From an optimization exercise on the open Yosys and OpenROAD flow, aimed at small area, a short achievable clock period and few clock cycles; shortcuts taken in it are not production practice.
The flow treats the clock pin as an ideal source. Dropping or thinning the clock tree relies on that and would not hold on a real chip.
Power figures rest on the tool's default switching activity, not on a simulated workload.

Setup of the reference run:
Design substring_position_search, start of the top module:
module substring_position_search #(
  parameter int MAX_PATTERN = sps_pkg::MAX_PATTERN_DEF,
  parameter int MAX_TEXT    = sps_pkg::MAX_TEXT_DEF
) (
  input  wire logic                          clk_i,
  input  wire logic                          rst_ni,
  input  wire logic                          cfg_we_i,
  input  wire logic [sps_pkg::CFG_IDX_W-1:0] cfg_idx_i,
  input  wire logic [sps_pkg::CFG_W-1:0]     cfg_data_i,
  input  wire logic                          text_valid_i,
  output logic                               text_ready_o,
  input  wire logic                          text_cmd_i,
  input  wire logic [sps_pkg::BYTE_W-1:0]    text_byte_i,
  output logic                               result_valid_o,
  input  wire logic                          result_ready_i,
  output logic                               result_found_o,
  output logic [sps_pkg::POS_W-1:0]          result_position_o,
  output logic [sps_pkg::STATUS_W-1:0]       result_status_o
);
==> flow/config.mk <==
export PLATFORM = sky130hd
export DESIGN_NAME = substring_position_search
export DESIGN_NICKNAME = substring_position_search
export VERILOG_FILES = /design/flow/design.v
export SDC_FILE = /design/flow/constraint.sdc
export NUM_CORES = 4
export LEC_CHECK = 0
export ABC_CLOCK_PERIOD_IN_PS = 2000
export CAP_MARGIN = 20
export CORE_MARGIN = 2
export CORE_UTILIZATION = 40
export SETUP_SLACK_MARGIN = 3.8
export SLEW_MARGIN = 20
==> flow/constraint.sdc <==
create_clock -name core_clock -period 6.0 [get_ports {clk_i}]
set_input_delay 1.2000 -clock core_clock [delete_from_list [all_inputs] [get_ports {clk_i}]]
set_output_delay 1.2000 -clock core_clock [all_outputs]
set_load 0.01 [all_outputs]
standard.sh (not shown) runs the stock make flow with config.mk's settings and CLKGATE_MAP_FILE= SYNTH_SCRIPT=/design/flow/synth_recipe.tcl, a recipe that flattens the netlist after the stock synthesis.
==> flow/flow/run.sh <==
#!/bin/bash
set -e
export BUFFER_PORTS_ARGS="-buffer_cell sky130_fd_sc_hd__buf_1"
export PRE_CTS_TCL="$PWD/flow/pre_cts.tcl"
export MTREE_LEAVES=10
export MTREE_ROOTS=1
bash standard.sh > standard.log 2>&1
Other scripts of this flow, unchanged in this note and not shown: flow/flow/mtree.tcl, flow/flow/pre_cts.tcl
Setup changes, the reference run to the trial run
diff --git a/flow/design.v b/flow/design.v
--- a/flow/design.v
+++ b/flow/design.v
@@ -55,14 +55,13 @@
   logic [POS_W-1:0]          bound_q;
   logic                   s0_valid_q;
   logic                   s0_end_q;
   logic [BYTE_W-1:0]      s0_byte_q;
   logic                   s0_may_take_q;   
   logic [1:0]             seen_q;          
-  logic [MAX_PATTERN-2:0] pm_q;         
-  logic                   hit_q;        
+  logic [MAX_PATTERN-1:0] pm_q;         
   logic [CNT_W-1:0]       count_q;      
   logic                   overflow_q;
   logic                   ge_q;         
   logic                   byte_q;       
   logic                   may_take_q;   
   logic                   end_q;        
@@ -74,13 +73,13 @@
   logic                         found_q;
   logic [sps_pkg::STATUS_W-1:0] status_q;
   logic                         ready_q;
   logic                 in_xfer, in_may_take, s1_byte, s1_end, byte_adv;
   logic [2*sps_pkg::CFG_W-1:0] pattern;
   logic                 len0, len0_next;
-  logic [MAX_PATTERN-1:0] eq, pm_new;
+  logic [MAX_PATTERN-1:0] eq;
   logic                 byte_zero, ge_now;
   logic                 hit, take, hold_end, hold_byte, load, out_next;
   logic                 byte_next, may_take_next, end_next, needs_out_next;
   logic [LEN_W:0]       start_lo;
   logic [POS_W-LEN_W-1:0] start_hi, start_hi_m1;
   logic [POS_W-1:0]     start_pos;
@@ -118,24 +117,23 @@
       end else begin
         eq[j] = byte_zero;
       end
     end
   end
   assign ge_now = ge_q || (count_q == CNT_W'(bound_q));
-  assign pm_new = {pm_q, backward_q || ge_now} & eq;
   always_comb begin
     hit = 1'b0;
     for (int l = 1; l <= MAX_PATTERN; l++) begin
-      if (len_q == LEN_W'(l)) hit = pm_new[l-1];
+      if (len_q == LEN_W'(l)) hit = pm_q[l-1];
     end
   end
   assign start_lo    = {1'b0, count_q[LEN_W-1:0]} - {1'b0, len_q};
   assign start_hi    = count_q[POS_W-1:LEN_W];
   assign start_hi_m1 = count_q[POS_W-1:LEN_W] - 1'b1;
   assign start_pos   = {start_lo[LEN_W] ? start_hi_m1 : start_hi, start_lo[LEN_W-1:0]};
-  assign take = byte_q && hit_q && (backward_q ? !cond_q : !match_valid_q);
+  assign take = byte_q && hit && (backward_q ? !cond_q : !match_valid_q);
   assign hold_end  = end_q && out_valid_q;
   assign hold_byte = byte_q && may_take_q && out_valid_q;
   assign load      = end_q && !out_valid_q;
   assign out_next  = load || (out_valid_q && !result_ready_i);
   always_comb begin
     res_found  = 1'b0;
@@ -190,13 +188,13 @@
       overflow_q <= 1'b0;
       ge_q       <= 1'b0;
     end else if (s1_byte && !overflow_q) begin
       if (count_q[CNT_W-1]) begin
         overflow_q <= 1'b1;
       end else begin
-        pm_q    <= pm_new[MAX_PATTERN-2:0];
+        pm_q    <= {pm_q[MAX_PATTERN-2:0], backward_q || ge_now} & eq;
         count_q <= count_q + CNT_W'(1);
         ge_q    <= ge_now;
       end
     end
   end
   assign byte_next     = byte_adv || hold_byte;
@@ -213,13 +211,12 @@
       end_q      <= end_next;
     end
   end
   always_ff @(posedge clk_i) begin
     if (s0_valid_q) begin
       cond_q <= ge_q;
-      hit_q  <= hit;
     end
     if (s1_end) begin
       e_empty_q <= (count_q == '0);
       e_ovf_q   <= overflow_q;
       e_back_q  <= backward_q;
       e_len0_q  <= len0;
--- outcome ---
In the trial run, the share of total power in sequential cells came out 0.8 points above the value in the reference run.
Net switching share of the total power across the reference run and the trial run: no real change.
Between the reference run and the trial run, the sequential cell count figures differ only marginally.
Higher met2 wire length goes to the reference run over the trial run.
Comparing the two runs side by side, the trial run comes out ahead of the reference run on total power after layout.
Of the trial run and the reference run, it is the trial run that has the higher area share of xor/xnor cells in the synthesized design.
Combinational share of power in the trial run vs the reference run: down 1.2 points
Cell count is lower on the trial run
The trial run vs. the reference run: detail-routed net length per standard cell fell by about 2.2%; detailed placer's ending HPWL fell by about 5%; met2 usage fell by 1.9 points; count of flip-flops with a built-in enable after synthesis fell by 1; worst-case hold slack rose by 0.048 ns.
As far as sequential power is concerned, the reference run and the trial run perform about the same.
Function was not checked in any run of this note: the RTL went through the layout flow alone. In every run of this note, the design's own scripts or RTL, not TritonCTS, make the clock network.

## re-timing with driven ports
The flow's constraints put no driver on any port. The routed layouts listed below were extracted and timed again, unchanged, in two steps. Step 1 (the two cells are an assumption about what drives the block):
set clk [get_ports {clk_i}]
set_driving_cell -lib_cell sky130_fd_sc_hd__clkbuf_16 $clk
set_driving_cell -lib_cell sky130_fd_sc_hd__buf_2 [delete_from_list [all_inputs] $clk]
Step 2 adds t to the input delays and takes it off the output delays; t is the mean of the earliest and latest rising clock arrival at the registers after step 1. Input paths then give back, and output paths get back, about the clock's delay inside the block. Slacks: ideal / step 1 / step 2; pairs: ideal / step 1.
| run | shift t [ns] | setup WS [ns] | worst slew at a driven data input, ns |
|---|---|---|---|
| the reference run | 0.456 | 3.368 / 3.368 / 3.368 | 0.04 |
| the trial run | 0.452 | 3.790 / 3.790 / 3.431 | 0.05 |
After both steps setup and hold are still met in every run listed. For the trial run, which loses most, drivers alone change the setup slack by 0.000 ns; drivers and shift together by -0.359 ns.
